Source: an optimization exercise on an open RTL-to-GDS flow (aim: small area and a short achievable clock period). Production flows keep margins and buffers that such runs may drop. In this exercise RTL edits were held to simulation tests only and were not proved equivalent to the original. Power is estimated from default activity; no workload was simulated.

run A:
## conv_top
module conv_top (
	input  logic    clk,
	input  logic    rst_n,
	input  logic    filter_valid,
	input  logic    image_valid,
	input  conv_pkg::sample_t in_data,
	output logic    out_valid,
	output conv_pkg::result_t out_data
);
For scale: ~25 I/O pins, about 0.018 sq mm of cells after synthesis.
Settings: LEC_CHECK=0, ABC_CLOCK_PERIOD_IN_PS=1900, CAP_MARGIN=20, CORE_MARGIN=2, CORE_UTILIZATION=40, CTS_BUF_LIST=sky130_fd_sc_hd__clkbuf_16, CTS_CLUSTER_DIAMETER=150, CTS_CLUSTER_SIZE=25, SETUP_SLACK_MARGIN=2.6, SLEW_MARGIN=20, SYNTH_HIERARCHICAL=1; clock period 4.5 ns.
run.sh (not shown) runs the stock make flow with config.mk's settings and CLKGATE_MAP_FILE= SYNTH_SCRIPT=/design/flow/synth_recipe.tcl, a recipe that flattens the netlist after the stock synthesis.
Run A ended with every stage complete and zero timing, DRC or antenna violations.
Here is what was changed in the inputs of run B compared with run A.
diff --git a/flow/config.mk b/flow/config.mk
--- a/flow/config.mk
+++ b/flow/config.mk
@@ -6,5 +6,5 @@
 export NUM_CORES = 4
 export LEC_CHECK = 0
-export ABC_CLOCK_PERIOD_IN_PS = 1900
+export ABC_CLOCK_PERIOD_IN_PS = 2150
 export CAP_MARGIN = 20
 export CORE_MARGIN = 2
@@ -13,5 +13,5 @@
 export CTS_CLUSTER_DIAMETER = 150
 export CTS_CLUSTER_SIZE = 25
-export SETUP_SLACK_MARGIN = 2.6
+export SETUP_SLACK_MARGIN = 2.35
 export SLEW_MARGIN = 20
 export SYNTH_HIERARCHICAL = 1
Run B and run A ended up with nearly the same data arrival time of the worst path. Taking run A as the reference point, the largest stage delay on the critical path of run B falls by 0.04 ns. Row worst path setup slack after routing: run B lower / run A higher. The count of cells along the worst register-to-register path number comes out higher for run A vs run B. Run A -> run B: clock buffer count from CTS delta 0, exact match. | CTS clock-pin slew for the worst setup and hold paths | run A vs run B | ≈ equal |.
Modified inputs, run C compared to run B
diff --git a/flow/config.mk b/flow/config.mk
--- a/flow/config.mk
+++ b/flow/config.mk
@@ -6,5 +6,5 @@
 export NUM_CORES = 4
 export LEC_CHECK = 0
-export ABC_CLOCK_PERIOD_IN_PS = 2150
+export ABC_CLOCK_PERIOD_IN_PS = 2050
 export CAP_MARGIN = 20
 export CORE_MARGIN = 2
@@ -13,5 +13,5 @@
 export CTS_CLUSTER_DIAMETER = 150
 export CTS_CLUSTER_SIZE = 25
-export SETUP_SLACK_MARGIN = 2.35
+export SETUP_SLACK_MARGIN = 2.45
 export SLEW_MARGIN = 20
 export SYNTH_HIERARCHICAL = 1
## What came out
| setup slack at placement | run C vs run B | 0.0032 ns lower |. Logic gate share of total power on run C is up relative to run B. Run C ends up with a average routed wire per standard cell that is about 2.3% higher than in run B. Run B has a higher share of the final layout cell area in sequential cells than run C. Sort run C and run B by hold slack asc -> top: run B. Diff run B -> run C: total length of routed wires +1.0 mm; setup slack after layout +0.048 ns; leakage power of the design +0.94%; final total power +about 1.3%.
Setup changes, run C to run D
diff --git a/flow/config.mk b/flow/config.mk
--- a/flow/config.mk
+++ b/flow/config.mk
@@ -6,5 +6,5 @@
 export NUM_CORES = 4
 export LEC_CHECK = 0
-export ABC_CLOCK_PERIOD_IN_PS = 2050
+export ABC_CLOCK_PERIOD_IN_PS = 2250
 export CAP_MARGIN = 20
 export CORE_MARGIN = 2
@@ -13,5 +13,5 @@
 export CTS_CLUSTER_DIAMETER = 150
 export CTS_CLUSTER_SIZE = 25
-export SETUP_SLACK_MARGIN = 2.45
+export SETUP_SLACK_MARGIN = 2.25
 export SLEW_MARGIN = 20
 export SYNTH_HIERARCHICAL = 1
==> run summary <==
Run D has detailed-placement wirelength estimate below what run C had.
Diff run C -> run D | part of the power in registers | increase of 0.8 points
Run D against run C: residual antenna-violating net count after detailed routing was more or less identical; proportion of power drawn by the clock network shows an increase of 0.4 points.
Diff run D and run C: share of the final layout cell area in multi-input gates lower in run D
When the final numbers for run D and run C were put side by side, the power turned out to be greater in run C.
Total area of multi-input combinational cells went down by a few percent going from run C to run D.
Run D and run C ended up with roughly the same number of fillers in the final layout.

conv_top, a different RTL version from the one above (not shown whole).
Size: roughly 25 I/O pins, ~17,000 µm² of cells after synthesis.
## conv_top
module conv_top (
	input  logic    clk,
	input  logic    rst_n,
	input  logic    filter_valid,
	input  logic    image_valid,
	input  conv_pkg::sample_t in_data,
	output logic    out_valid,
	output conv_pkg::result_t out_data
);
	localparam int COL_LAT = 3;
	localparam int ROW_LAT = 2;
	logic [conv_pkg::TAPS-1:0][1:0] bt_one, bt_two, bt_neg;
	conv_pkg::sample_t [conv_pkg::TAPS-1:0] col_taps;
	logic       res_flag;
	conv_pkg::sample_t [conv_pkg::TAPS-1:0] col_pix;
	conv_pkg::sample_t [conv_pkg::TAPS-1:0] col_pix_d;
	conv_pkg::col_sum_t cs;
	logic [COL_LAT+ROW_LAT-1:0] res_pipe;
	filter_tap_loader u_filter_tap_loader (
		.clk          (clk),
		.filter_valid (filter_valid),
		.in_data      (in_data),
		.bt_one       (bt_one),
		.bt_two       (bt_two),
		.bt_neg       (bt_neg),
		.col_taps     (col_taps)
	);
	row_result_store u_row_result_store (
		.clk         (clk),
		.rst_n       (rst_n),
		.image_valid (image_valid),
		.in_data     (in_data),
		.res_flag    (res_flag),
		.col_pix     (col_pix),
		.col_pix_d   (col_pix_d)
	);
	vertical_filter u_vertical_filter (
		.clk       (clk),
		.col_pix   (col_pix),
		.col_pix_d (col_pix_d),
		.col_taps  (col_taps),
		.cs        (cs)
	);
	horizontal_filter u_horizontal_filter (
		.clk       (clk),
		.cs        (cs),
		.bt_one    (bt_one),
		.bt_two    (bt_two),
		.bt_neg    (bt_neg),
		.out_data  (out_data)
	);
	always_ff @(posedge clk or negedge rst_n) begin
		if (!rst_n) begin
			res_pipe <= '0;
		end else begin
			res_pipe <= {res_pipe[COL_LAT+ROW_LAT-2:0], res_flag};
		end
	end
	assign out_valid = res_pipe[COL_LAT+ROW_LAT-1];
endmodule
clock: 4.5 ns
lec_check: 0
abc_clock_period_in_ps: 2050
cap_margin: 20
core_margin: 2
core_utilization: 40
cts_buf_list: sky130_fd_sc_hd__clkbuf_16
cts_cluster_diameter: 150
cts_cluster_size: 25
setup_slack_margin: 2.75
slew_margin: 20
synth_hierarchical: 1
Change:
- CORE_UTILIZATION: 40 -> 50
- SETUP_SLACK_MARGIN: 2.75 -> 2.55
=> The new run went through all stages and came out clean; die area goes down by 20%; register-to-register slack is better by 0.03 ns; global-route usage goes up by 3.2 points; non-clock buffer count goes down by 59; worst setup slack is better by 0.033 ns; cell area goes down by 6.6%; count of clock-buffer cells in the layout is unchanged; first-iteration DRC count goes down by 0.76%; synthesized cell count stays the same; total power goes down by 6.4%; combinational power goes down by 13%.
Change:
- CORE_UTILIZATION: 50 -> 40
- SETUP_SLACK_MARGIN: 2.55 -> 2.6
Effect: Setup slack degrades by 0.036 ns. Synthesized cell count stays the same. Worst hold slack improves by 0.0034 ns. Fmax came out lower by 1.8%.
Change:
- SETUP_SLACK_MARGIN: 2.6 -> 2.5
Result: Hold slack loses 0.0035 ns; setup slack gains 0.0090 ns; routed wire length goes down by 1.3%.
Change:
- SETUP_SLACK_MARGIN: 2.5 -> 2.55
The new run ran to the end with no violations; sequential power hardly moves; global-route usage went up by 0.26 points; wire length came out lower by 0.40%.

conv_top, a different RTL version from the one above (not shown whole).
Size: ~1200 cells after synthesis, about 0.018 mm^2 of cells after synthesis.
clock: 4.5 ns
lec_check: 0
abc_clock_period_in_ps: 2300
cap_margin: 20
core_margin: 2
core_utilization: 40
cts_buf_list: sky130_fd_sc_hd__clkbuf_16
cts_cluster_diameter: 150
cts_cluster_size: 25
setup_slack_margin: 2.2
slew_margin: 20
synth_hierarchical: 1
Next try:
ABC_CLOCK_PERIOD_IN_PS = 2150   (was 2300)
SETUP_SLACK_MARGIN = 2.35   (was 2.2)
What happened: Wire length rises by about 2%; non-clock buffer count rises by 21; global-route usage rises by 0.13 points; final cell count rises by about 1.2%; clock skew falls by 0.0042 ns; via count rises by about 1.8%.
Next try:
ABC_AREA = 1   (was not set)
ABC_CLOCK_PERIOD_IN_PS = 2300   (was 2150)
SETUP_SLACK_MARGIN = 2.2   (was 2.35)
Effect: Core utilization came out lower by 1.8 points. Synthesized area goes up by 5.8%. Die area increases by 5.7%. Worst hold slack is about the same. Worst setup slack gains 0.041 ns. Clock skew decreases by 0.0062 ns. Sequential share of layout area fell by 0.79 points. Non-clock buffer count falls by 35. Flip-flop and latch count is unchanged. Maximum frequency came out higher by 1.9%.
Next try:
ABC_AREA = not set   (was 1)
CTS_CLUSTER_DIAMETER = 120   (was 150)
CTS_CLUSTER_SIZE = 30   (was 25)
PLACE_DENSITY = 0.75   (was not set)
Outcome:
- The changed run finished with timing, DRC and antenna clean
- power came out higher by 2.8%
- cell area came out lower by 3.7%
- utilization came out higher by 0.79 points
- routed wire length came out lower by 8.6%
- non-clock buffer count came out higher by 19
- die area came out lower by 5.4%
- worst setup slack got worse by 0.085 ns
- cell count came out lower by 21%
- clock-buffer cell count came out lower by 2
- hold slack improved by 0.0034 ns
Next try:
ABC_CLOCK_PERIOD_IN_PS = 2400   (was 2300)
CTS_CLUSTER_DIAMETER = 150   (was 120)
CTS_CLUSTER_SIZE = 25   (was 30)
PLACE_DENSITY = not set   (was 0.75)
SETUP_SLACK_MARGIN = 2.1   (was 2.2)
The changed run finished with timing, DRC and antenna clean.
Wire length falls by 2.5%.
Utilization falls by 0.94 points.
Non-clock buffer count falls by 36.
Clock power rises by about 4%.

== before ==
conv_top, a different RTL version from the one above (not shown whole).
Size: ~1200 cells after synthesis, ~0.017 mm² of cells after synthesis.
==> flow/design.v (excerpt) <==
module conv_top (
	input  logic    clk,
	input  logic    rst_n,
	input  logic    filter_valid,
	input  logic    image_valid,
	input  conv_pkg::sample_t in_data,
	output logic    out_valid,
	output conv_pkg::result_t out_data
);
==> flow/config.mk <==
export PLATFORM = sky130hd
export DESIGN_NAME = conv_top
export DESIGN_NICKNAME = conv_top
export VERILOG_FILES = /design/flow/design.v
export SDC_FILE = /design/flow/constraint.sdc
export NUM_CORES = 4
export LEC_CHECK = 0
export ABC_CLOCK_PERIOD_IN_PS = 2100
export CAP_MARGIN = 20
export CORE_MARGIN = 2
export CORE_UTILIZATION = 40
export CTS_BUF_LIST = sky130_fd_sc_hd__clkbuf_16
export CTS_CLUSTER_DIAMETER = 150
export CTS_CLUSTER_SIZE = 32
export SETUP_SLACK_MARGIN = 2.4
export SLEW_MARGIN = 20
export SYNTH_HIERARCHICAL = 1
==> flow/constraint.sdc <==
create_clock -name core_clock -period 4.5 [get_ports {clk}]
set_input_delay 0.9000 -clock core_clock [delete_from_list [all_inputs] [get_ports {clk}]]
set_output_delay 0.9000 -clock core_clock [all_outputs]
set_load 0.01 [all_outputs]
Setup changes, before to after
diff --git a/flow/config.mk b/flow/config.mk
--- a/flow/config.mk
+++ b/flow/config.mk
@@ -14 +14 @@
-export CTS_CLUSTER_SIZE = 32
+export CTS_CLUSTER_SIZE = 25
## What came out
- Looking at the reports, after completed the entire flow and the layout it produced met the timing, design-rule and antenna checks.
- [compare] base=before new=after: area added between synthesis and finish saw little to no change; total power after layout has remained practically unchanged; post-layout minimum cycle time now smaller; number of clock buffers inserted by TritonCTS went up; met3 track demand over resource in global routing now larger.
- Between after and before, the difference in non-clock buffer share of cell area is negligible.
- Compared before against after; final standard cell area without fillers within noise.

==> static timing again, ports no longer ideal <==
The results above use ideal ports. As a check the final layouts listed here were re-extracted and re-timed, cells and wires unchanged.
Step 1 sets driving cells, clkbuf_16 on the clock port and buf_2 on the other inputs (assumed; they add their load-dependent delay and slew).
Step 2 also shifts input and output timing later by t, the mid clock arrival at the registers, as if the neighbouring blocks saw the same clock.
Slacks: ideal / step 1 / step 2; pairs: ideal / step 1.
run | t, ns | setup slack, ns | worst setup path at the end | worst slew at a driven data input, ns | pins driven straight from the clock port
run A | 0.605 | 2.410 / 2.410 / 1.980 | input to register | 0.03 | 1
run B | 0.601 | 2.405 / 2.372 / 1.905 | input to register | 0.03 | 1
run C | 0.599 | 2.453 / 2.443 / 1.940 | input to register | 0.03 | 1
run D | 0.599 | 2.315 / 2.315 / 1.877 | input to register | 0.03 | 1
the first run of note 2 | 0.598 | 2.535 / 2.490 / 2.081 | input to register | 0.04 | 1
the second run of note 2 | 0.577 | 2.568 / 2.517 / 2.060 | input to register | 0.03 | 1
the third run of note 2 | 0.595 | 2.532 / 2.480 / 2.043 | input to register | 0.03 | 1
the fourth run of note 2 | 0.601 | 2.541 / 2.506 / 1.965 | input to register | 0.03 | 1
the fifth run of note 2 | 0.599 | 2.541 / 2.492 / 1.998 | input to register | 0.03 | 1
the first run of note 3 | 0.595 | 2.241 / 2.241 / 1.753 | input to register | 0.03 | 1
the second run of note 3 | 0.593 | 2.280 / 2.280 / 1.845 | input to register | 0.03 | 1
the third run of note 3 | 0.596 | 2.321 / 2.322 / 1.756 | input to register | 0.03 | 1
the fourth run of note 3 | 0.578 | 2.236 / 2.188 / 1.736 | input to register | 0.03 | 1
the fifth run of note 3 | 0.593 | 2.154 / 2.141 / 1.728 | input to register | 0.03 | 1
before | 0.581 | 2.392 / 2.392 / 2.224 | input to register | 0.03 | 1
after | 0.584 | 2.453 / 2.424 / 2.209 | input to register | 0.03 | 1
After both steps setup and hold are still met in every run listed. The setup slack of the fourth run of note 2, which loses most, moves by -0.035 ns with the drivers and by -0.576 ns with both steps.
